Context: an optimization exercise on an open-source flow, tuned for a short achievable clock period and few clock cycles. The choices shown serve that exercise and are no tape-out recipe. Only simulation tests tie the RTL to the original design; equivalence was not proved. Power figures rest on the tool's default switching activity, not on a simulated workload.

`design.v`:
```
`default_nettype none
module cpu_top (
  input  logic                   clk,
  input  logic                   reset,
  input  logic                   prog_we,
  input  logic [8-1:0] prog_addr,
  input  logic [8-1:0] prog_data,
  output logic [8-1:0] reg_a,
  output logic [8-1:0] reg_b,
  output logic [8-1:0] reg_c,
  output logic [8-1:0] reg_d,
  output logic [2:0]             flags,
  output logic [8-1:0] pc,
  output logic                   halt
);
  localparam int QN = 24;    
  localparam int QA = 36;    
  localparam int KW = 12;    
  localparam int DW = 12;    
  localparam int NK = 4;     
  localparam int NU = 4;     
  logic [7:0] mem [256];
  always_ff @(posedge clk) begin
    if (prog_we) begin
      mem[prog_addr] <= prog_data;
    end
  end
  logic [15:0][7:0] memn;
  always_comb begin
    for (int i = 0; i < 16; i++) begin
      memn[i] = (prog_we && prog_addr == 8'(i)) ? prog_data : mem[i];
    end
  end
  logic [7:0][7:0] f1b;
  logic [4:0]      fp;        
  logic            app;       
  always_ff @(posedge clk) begin
    if (reset) begin
      for (int i = 0; i < 8; i++) f1b[i] <= memn[8 + i];
      fp <= 5'd2;
    end else if (app) begin
      for (int i = 0; i < 8; i++) f1b[i] <= mem[{fp, 3'(i)}];
      fp <= fp + 5'd1;
    end
  end
  logic            pend;      
  logic [3:0][4:0] td;        
  logic [4:0]      tc;        
  logic [7:0][7:0] xb;
  logic            x_pend;
  logic [3:0][4:0] x_td;
  logic [4:0]      x_tc;
  logic [7:0]        c_st, c_alu, c_mov, c_ldi, c_hlt, c_wr;
  logic [7:0][DW-1:0] c_r;
  logic              n_pend;
  logic [3:0][4:0]   n_td;
  logic [4:0]        n_tc;
  logic [7:0][4:0]   c_dd, c_ds, c_dc;
  function automatic logic [4:0] age(input logic [4:0] d, input int k);
    logic [5:0] s;
    s = {1'b0, d} + 6'(k);
    if (d == 5'd0 || s > 6'(DW)) age = 5'd0;
    else                         age = s[4:0];
  endfunction
  always_comb begin
    for (int i = 0; i < 8; i++) xb[i] = reset ? memn[i] : f1b[i];
    x_pend = reset ? 1'b0 : pend;
    for (int r = 0; r < 4; r++) x_td[r] = reset ? 5'd0 : td[r];
    x_tc = reset ? 5'd0 : tc;
    for (int i = 0; i < 8; i++) begin
      if (i == 0) c_st[i] = !x_pend;
      else        c_st[i] = !(c_st[i-1] && xb[i-1][7:4] == 4'd1);
      c_ldi[i] = c_st[i] && xb[i][7:4] == 4'd1;
      c_mov[i] = c_st[i] && xb[i][7:4] == 4'd2;
      c_alu[i] = c_st[i] && xb[i][7:4] >= 4'd3 && xb[i][7:4] <= 4'd8;
      c_hlt[i] = c_st[i] && xb[i][7:4] == 4'd15;
      c_wr[i]  = c_ldi[i] || c_mov[i] || c_alu[i];
    end
    n_pend = c_ldi[7];
    for (int i = 0; i < 8; i++) begin
      c_r[i] = '0;
      c_dd[i] = age(x_td[xb[i][3:2]], i);
      c_ds[i] = age(x_td[xb[i][1:0]], i);
      c_dc[i] = age(x_tc, i);
      for (int j = 0; j < i; j++) begin
        if (c_wr[j] && xb[j][3:2] == xb[i][3:2])
          c_dd[i] = c_ldi[j] ? 5'd0 : 5'(i - j);
        if (c_wr[j] && xb[j][3:2] == xb[i][1:0])
          c_ds[i] = c_ldi[j] ? 5'd0 : 5'(i - j);
        if (c_alu[j])
          c_dc[i] = (xb[j][7:4] <= 4'd5) ? 5'(i - j) : 5'd0;
      end
      for (int d = 1; d <= DW; d++) begin
        if (c_alu[i] && (c_dd[i] == 5'(d) || c_ds[i] == 5'(d)
                         || (xb[i][7:4] == 4'd4 && c_dc[i] == 5'(d))))
          c_r[i][d-1] = 1'b1;
        if (c_mov[i] && c_ds[i] == 5'(d))
          c_r[i][d-1] = 1'b1;
      end
    end
    for (int r = 0; r < 4; r++) begin
      n_td[r] = age(x_td[r], 8);
      for (int j = 0; j < 8; j++) begin
        if (c_wr[j] && xb[j][3:2] == 2'(r))
          n_td[r] = c_ldi[j] ? 5'd0 : 5'(8 - j);
      end
    end
    n_tc = age(x_tc, 8);
    for (int j = 0; j < 8; j++) begin
      if (c_alu[j]) n_tc = (xb[j][7:4] <= 4'd5) ? 5'(8 - j) : 5'd0;
    end
  end
  logic [QN-1:0][7:0]    q_b;
  logic [QN-1:0]         q_st, q_alu, q_mov, q_ldi, q_hlt;
  logic [QN-1:0][DW-1:0] q_r;
  logic [4:0]            cnt;
  logic [7:0]            ha;    
  logic [3:0]            g;     
  logic [KW-1:0]         k_d2;  
  logic [KW:0]           k_cut;
  logic [KW-1:0]         k_al, k_dep, k_hb;
  logic [KW-1:0][3:0]    k_n1, k_n2, k_nl;
  always_comb begin
    for (int i = 0; i < KW; i++) begin
      k_al[i] = q_st[i] && (q_alu[i] || q_mov[i]);
      k_d2[i] = 1'b0;
      k_dep[i] = 1'b0;
      for (int d = 1; d <= i; d++) begin
        if (q_r[i][d-1]) begin
          k_d2[i] = 1'b1;
          if (k_d2[i-d]) k_dep[i] = 1'b1;
        end
      end
      k_d2[i] = k_d2[i] && k_al[i];
      k_n1[i] = (i == 0 ? 4'd0 : k_n1[(i + KW - 1) % KW]) + {3'd0, k_al[i] && !k_d2[i]};
      k_n2[i] = (i == 0 ? 4'd0 : k_n2[(i + KW - 1) % KW]) + {3'd0, k_al[i] && k_d2[i]};
      k_nl[i] = (i == 0 ? 4'd0 : k_nl[(i + KW - 1) % KW]) + {3'd0, q_st[i] && q_ldi[i]};
      k_hb[i] = (i == 0 ? 1'b0 : (k_hb[(i + KW - 1) % KW] || (q_st[(i + KW - 1) % KW] && q_hlt[(i + KW - 1) % KW])));
      k_cut[i] = (5'(i) >= cnt)
              || (q_st[i] && k_hb[i])
              || (k_al[i] && k_dep[i])
              || (k_n1[i] > 4'(NU)) || (k_n2[i] > 4'(NU)) || (k_nl[i] > 4'(NK))
              || (q_st[i] && q_ldi[i] && (5'(i + 1) >= cnt || i == KW - 1));
    end
    k_cut[KW] = 1'b1;
    g = 4'(KW);
    for (int i = KW; i >= 0; i--) begin
      if (k_cut[i]) g = 4'(i);
    end
  end
  assign app = (cnt <= 5'(QN - 8));
  logic [QA-1:0][7:0]    a_b;
  logic [QA-1:0]         a_st, a_alu, a_mov, a_ldi, a_hlt;
  logic [QA-1:0][DW-1:0] a_r;
  always_comb begin
    for (int e = 0; e < QA; e++) begin
      a_b[e] = '0; a_st[e] = 1'b0; a_alu[e] = 1'b0; a_mov[e] = 1'b0;
      a_ldi[e] = 1'b0; a_hlt[e] = 1'b0; a_r[e] = '0;
      if (e < QN && 5'(e) < cnt) begin
        a_b[e] = q_b[e % QN]; a_st[e] = q_st[e % QN]; a_alu[e] = q_alu[e % QN];
        a_mov[e] = q_mov[e % QN]; a_ldi[e] = q_ldi[e % QN]; a_hlt[e] = q_hlt[e % QN];
        a_r[e] = q_r[e % QN];
      end else begin
        for (int j = 0; j < 8; j++) begin
          if (app && 6'(e) == {1'b0, cnt} + 6'(j)) begin
            a_b[e] = xb[j]; a_st[e] = c_st[j]; a_alu[e] = c_alu[j];
            a_mov[e] = c_mov[j]; a_ldi[e] = c_ldi[j]; a_hlt[e] = c_hlt[j];
            a_r[e] = c_r[j];
          end
        end
      end
    end
  end
  always_ff @(posedge clk) begin
    if (reset) begin
      for (int e = 0; e < 8; e++) begin
        q_b[e] <= xb[e]; q_st[e] <= c_st[e]; q_alu[e] <= c_alu[e];
        q_mov[e] <= c_mov[e]; q_ldi[e] <= c_ldi[e]; q_hlt[e] <= c_hlt[e];
        q_r[e] <= c_r[e];
      end
      cnt  <= 5'd8;
      ha   <= 8'd0;
      pend <= n_pend;
      td   <= n_td;
      tc   <= n_tc;
    end else begin
      for (int e = 0; e < QN; e++) begin
        q_b[e] <= a_b[e + g]; q_st[e] <= a_st[e + g]; q_alu[e] <= a_alu[e + g];
        q_mov[e] <= a_mov[e + g]; q_ldi[e] <= a_ldi[e + g]; q_hlt[e] <= a_hlt[e + g];
        q_r[e] <= a_r[e + g];
      end
      cnt <= cnt - {1'b0, g} + (app ? 5'd8 : 5'd0);
      ha  <= ha + {4'd0, g};
      if (app) begin
        pend <= n_pend;
        td   <= n_td;
        tc   <= n_tc;
      end
    end
  end
  logic                gv;
  logic [KW-1:0][7:0]  g_b;
  logic [KW-1:0]       g_in;    
  logic [KW-1:0]       g_d2;
  logic [7:0]          g_ha;
  always_ff @(posedge clk) begin
    if (reset) begin
      gv <= 1'b0;
    end else begin
      gv <= (g != 4'd0);
    end
    for (int i = 0; i < KW; i++) begin
      g_b[i]  <= q_b[i];
      g_in[i] <= q_st[i] && (4'(i) < g);
      g_d2[i] <= k_d2[i];
    end
    g_ha <= ha;
  end
  logic [NK-1:0][7:0]    r_k;
  logic [2*NU-1:0][15:0] r_sa, r_sb;
  logic [2*NU-1:0]       r_arith, r_sub, r_and, r_or, r_xor, r_pass;
  logic [2*NU-1:0]       r_cinf;    
  logic [NU-1:0][NU-1:0] r_cinu;    
  logic [3:0][15:0]      r_sf;      
  logic [9:0]            r_sc;      
  logic [8:0]            r_sn;      
  logic                  r_hlt;
  logic [7:0]            r_pc;
  logic [3:0][3:0]       rn_rs;     
  logic [3:0]            rn_last;   
  logic                  rn_has, rn_arith;
  logic [2:0]            rn_n1, rn_n2, rn_nk;
  logic [3:0]            rn_unit;
  logic [3:0]            rn_op;
  logic [1:0]            rn_dst, rn_src;
  always_comb begin
    for (int r = 0; r < 4; r++) rn_rs[r] = 4'(r);
    rn_has = 1'b0; rn_last = '0; rn_arith = 1'b0;
    rn_n1 = '0; rn_n2 = '0; rn_nk = '0; rn_unit = '0;
    rn_op = '0; rn_dst = '0; rn_src = '0;
    r_k = '0; r_sa = '0; r_sb = '0;
    r_arith = '0; r_sub = '0; r_and = '0; r_or = '0; r_xor = '0; r_pass = '0;
    r_cinf = '0; r_cinu = '0;
    r_hlt = 1'b0;
    r_pc = '0;
    for (int i = 0; i < KW; i++) begin
      rn_op  = g_b[i][7:4];
      rn_dst = g_b[i][3:2];
      rn_src = g_b[i][1:0];
      if (g_in[i] && !r_hlt) begin
        if (rn_op == 4'd1) begin
          r_k[rn_nk[1:0]] = g_b[(i + 1) % KW];
          rn_rs[rn_dst] = 4'd4 + {1'b0, rn_nk};
          rn_nk = rn_nk + 3'd1;
        end else if (rn_op == 4'd15) begin
          r_hlt = 1'b1;
          r_pc  = g_ha + 8'(i) + 8'd3;
        end else if (rn_op >= 4'd2 && rn_op <= 4'd8) begin
          if (g_d2[i]) begin
            rn_unit = 4'd4 + {1'b0, rn_n2}; rn_n2 = rn_n2 + 3'd1;
          end else begin
            rn_unit = {1'b0, rn_n1}; rn_n1 = rn_n1 + 3'd1;
          end
          r_sa[rn_unit[2:0]] = 16'd1 << rn_rs[rn_dst];
          r_sb[rn_unit[2:0]] = 16'd1 << rn_rs[rn_src];
          case (rn_op)
            4'd2: r_pass[rn_unit[2:0]] = 1'b1;
            4'd3: r_arith[rn_unit[2:0]] = 1'b1;
            4'd4: r_arith[rn_unit[2:0]] = 1'b1;
            4'd5: begin r_arith[rn_unit[2:0]] = 1'b1; r_sub[rn_unit[2:0]] = 1'b1; end
            4'd6: r_and[rn_unit[2:0]] = 1'b1;
            4'd7:  r_or[rn_unit[2:0]]  = 1'b1;
            default:     r_xor[rn_unit[2:0]] = 1'b1;
          endcase
          if (rn_op == 4'd4) begin
            if (!rn_has) r_cinf[rn_unit[2:0]] = 1'b1;
            else if (rn_arith && rn_unit[2]) r_cinu[rn_unit[1:0]][rn_last[1:0]] = 1'b1;
          end
          if (rn_op != 4'd2) begin
            rn_has = 1'b1;
            rn_last = rn_unit;
            rn_arith = (rn_op <= 4'd5);
          end
          rn_rs[rn_dst] = 4'd8 + rn_unit;
        end
      end
    end
    for (int r = 0; r < 4; r++) r_sf[r] = 16'd1 << rn_rs[r];
    r_sc = '0;
    r_sn = '0;
    if (!rn_has) begin
      r_sc[0] = 1'b1;
      r_sn[0] = 1'b1;
    end else begin
      if (rn_arith) r_sc[2 + rn_last[2:0]] = 1'b1;
      else          r_sc[1] = 1'b1;
      r_sn[1 + rn_last[2:0]] = 1'b1;
    end
  end
  logic                  cv;
  logic [NK-1:0][7:0]    e_k;
  logic [2*NU-1:0][15:0] e_sa, e_sb;
  logic [2*NU-1:0]       e_arith, e_sub, e_and, e_or, e_xor, e_pass, e_cinf;
  logic [NU-1:0][NU-1:0] e_cinu;
  logic [3:0][15:0]      e_sf;
  logic [9:0]            e_sc;
  logic [8:0]            e_sn;
  logic                  e_hlt;
  logic [7:0]            e_pc;
  always_ff @(posedge clk) begin
    if (reset) cv <= 1'b0;
    else       cv <= gv;
    e_k <= r_k; e_sa <= r_sa; e_sb <= r_sb;
    e_arith <= r_arith; e_sub <= r_sub; e_and <= r_and; e_or <= r_or;
    e_xor <= r_xor; e_pass <= r_pass; e_cinf <= r_cinf; e_cinu <= r_cinu;
    e_sf <= r_sf; e_sc <= r_sc; e_sn <= r_sn; e_hlt <= r_hlt; e_pc <= r_pc;
  end
  logic [3:0][7:0]  regs;
  logic             cf, nf, hf;
  logic [7:0]       pcr;
  logic [15:0][7:0]    src_v;
  logic [2*NU-1:0][7:0] u_res, u_a, u_b, u_lg;
  logic [2*NU-1:0][8:0] u_s;
  logic [2*NU-1:0]     u_cf, u_ci;
  logic [3:0][7:0]     f_v;
  logic                f_c, f_n;
  always_comb begin
    for (int r = 0; r < 4; r++) src_v[r] = regs[r];
    for (int k = 0; k < NK; k++) src_v[4 + k] = e_k[k];
    for (int u = 0; u < 2*NU; u++) begin
      u_a[u] = '0; u_b[u] = '0;
      for (int s = 0; s < 16; s++) begin
        if ((u < NU && s < 8) || (u >= NU && s < 12)) begin
          if (e_sa[u][s]) u_a[u] = u_a[u] | src_v[s];
          if (e_sb[u][s]) u_b[u] = u_b[u] | src_v[s];
        end
      end
      u_ci[u] = e_sub[u] | (e_cinf[u] & cf);
      if (u >= NU) begin
        for (int v = 0; v < NU; v++) u_ci[u] = u_ci[u] | (e_cinu[u % NU][v] & u_cf[v]);
      end
      u_s[u] = {1'b0, u_a[u]} + {1'b0, u_b[u] ^ {8{e_sub[u]}}} + {8'd0, u_ci[u]};
      u_lg[u] = ({8{e_and[u]}} & (u_a[u] & u_b[u])) | ({8{e_or[u]}} & (u_a[u] | u_b[u]))
              | ({8{e_xor[u]}} & (u_a[u] ^ u_b[u])) | ({8{e_pass[u]}} & u_b[u]);
      u_res[u] = e_arith[u] ? u_s[u][7:0] : u_lg[u];
      u_cf[u]  = e_arith[u] & (u_s[u][8] ^ e_sub[u]);
      src_v[8 + u] = u_res[u];
    end
    for (int r = 0; r < 4; r++) begin
      f_v[r] = '0;
      for (int s = 0; s < 16; s++) begin
        if (e_sf[r][s]) f_v[r] = f_v[r] | src_v[s];
      end
    end
    f_c = e_sc[0] & cf;
    f_n = e_sn[0] & nf;
    for (int u = 0; u < 2*NU; u++) begin
      f_c = f_c | (e_sc[2 + u] & u_cf[u]);
      f_n = f_n | (e_sn[1 + u] & u_res[u][7]);
    end
  end
  always_ff @(posedge clk) begin
    if (reset) begin
      regs <= '0;
      cf <= 1'b0;
      nf <= 1'b0;
      hf <= 1'b0;
    end else if (cv && !hf) begin
      regs <= f_v;
      cf <= f_c;
      nf <= f_n;
      if (e_hlt) begin
        hf  <= 1'b1;
        pcr <= e_pc;
      end
    end
  end
  assign reg_a = regs[0];
  assign reg_b = regs[1];
  assign reg_c = regs[2];
  assign reg_d = regs[3];
  assign flags = {hf, nf, cf};
  assign halt  = hf;
  assign pc    = pcr;
endmodule
`default_nettype wire
```
`run.sh`:
```
#!/bin/bash
# synth_recipe.tcl (not shown) runs the flow's synth.tcl, then flattens the netlist and writes it again
# the make line also repeats each setting of config.mk as NAME=value (left out here)
make -C /OpenROAD-flow-scripts/flow DESIGN_CONFIG=/design/flow/config.mk WORK_HOME=/design/flow/orfs CLKGATE_MAP_FILE= SYNTH_SCRIPT=/design/flow/synth_recipe.tcl finish
```
`constraint.sdc`:
```
create_clock -name core_clock -period 4.5 [get_ports {clk}]
set_input_delay 0.9000 -clock core_clock [delete_from_list [all_inputs] [get_ports {clk}]]
set_output_delay 0.9000 -clock core_clock [all_outputs]
set_load 0.01 [all_outputs]
```
`config.mk`:
```
export PLATFORM = sky130hd
export DESIGN_NAME = cpu_top
export DESIGN_NICKNAME = cpu_top
export VERILOG_FILES = /design/flow/design.v
export SDC_FILE = /design/flow/constraint.sdc
export NUM_CORES = 4
export LEC_CHECK = 0
export CAP_MARGIN = 20
export CORE_MARGIN = 2
export CORE_UTILIZATION = 40
export SLEW_MARGIN = 20
```
==> run notes <==
outcome=did not finish; Failed at=5_1_grt; stop err=[ERROR GRT-0116] Global routing finished with congestion. Check the congestion regions in the DRC Viewer.; Initial Utilization=40.2%; RePlAce Congestion=1.40; syn_area_per_cell=9.04 um2; Die Wd=between 700 and 800 um; number of library cell types mapped by synthesis=157; Total GRT Usage=77.7%; area leader, netlist=edfxtp_1; dominant synthesized flop cell=edfxtp_1; height of the chip=799 um; IO Port Bufs=62; Final HPWL DP=1,780,000 um; async set-reset flop share out of synthesis=0%; CTS root buffer=clkbuf_16; Cell Rows=291; Post-CTS Hold Buffers=0; first-pass GRT wire length=3,460,000 um; TritonCTS Buffers=around 350; vias in the first global route=roughly 370k; largest net degree at the start of global routing=approximately 160; Post-synth EDFFs=about 2,500; cell area after synthesis=0.253 mm2; # clock sinks=3,197; Ports=63; Ys Warns=1; Synth Register Bits=~3,200; Syn Nets=28,500; Synth Instances=between 20,000 and 30,000; sequential area share after synthesis=a little over a third; dpl cells=45,000; global route total overflow=~1,400; H-Tree Depth=5; synth top area cells=edfxtp_1 (30%), mux4_2 (6.8%), dfxtp_1 (5.2%); Synth top area share=a little under a third; clk buf depth=4
-- power groups by stage --
stage          Sequential [uW]  Clock [uW]  Combinational (uW)
3_5_place_dp             44800           0              287000
4_1_cts                  44300       30500              302000
2_1_floorplan            40500           0              121000
3_3_place_gp             44700           0              284000
-- repair_timing --
| action | in CTS |
|---|---|
| pin swaps | 259 |
| setup endpoints to repair | 946 |
| cloned | 11 |
| setup buffers | 230 |
| gates resized for setup | 843 |
-- how the worst max path moves through the flow --
stage	from	end	slack [ns]	cells after the start
floorplan	g_b[4]	e_sa[71]	-3.94	48
global placement	g_b[6]	e_sb[117]	-4.91	44
detailed placement	g_b[5]	e_sb[117]	-4.80	44
CTS	g_b[5]	e_sa[16]	-4.03	44
-- Yosys cell counts, drive strengths merged, types with 280 or more instances --
cell type	n
nand2	2644
nor2	2575
edfxtp	2544
clkbuf	2127
o21ai	1850
a21oi	1768
a22oi	1069
o22ai	876
mux2i	792
mux4	765
a221oi	755
nand3	716
buf	665
dfxtp	653
o221ai	621
nor3	546
ha	501
inv	476
a211oi	392
a31oi	381
o211ai	339
a222oi	329
nand4	280
-- metrics by stage --
step | setup TNS [ns] | power (uW) | setup slack (ns) | instance area (um2)
2_1_floorplan | -2506.04 | 161000 | -3.94 | 257000
3_3_place_gp | -3426.59 | 329000 | -4.91 | 354000
3_5_place_dp | -3451.96 | 332000 | -4.80 | 354000
4_1_cts | -3162.48 | 377000 | -4.03 | 371000
-- metal layers --
layer  overflow  global-route usage [%]
met5         14                    39.0
met1         56                    79.5
met3        119                    63.7
met2        619                    91.2
met4        567                    76.0
-- logic make-up after synthesis --
logic type,count (synthesis),share of synthesized area (%)
multiplexers,1746,10.8
XOR/XNOR,405,1.53
adder cells (fa/ha/maj),526,2.68
other,1,0.00148
AND/OR/NAND/NOR,8401,15.5
flip-flops,3197,35.4
buffers and inverters,3288,5.12
AO/OA/AOI/OAI,10400,28.9
Testbench counts, summed over its fixed seeds: cycles 4,151.
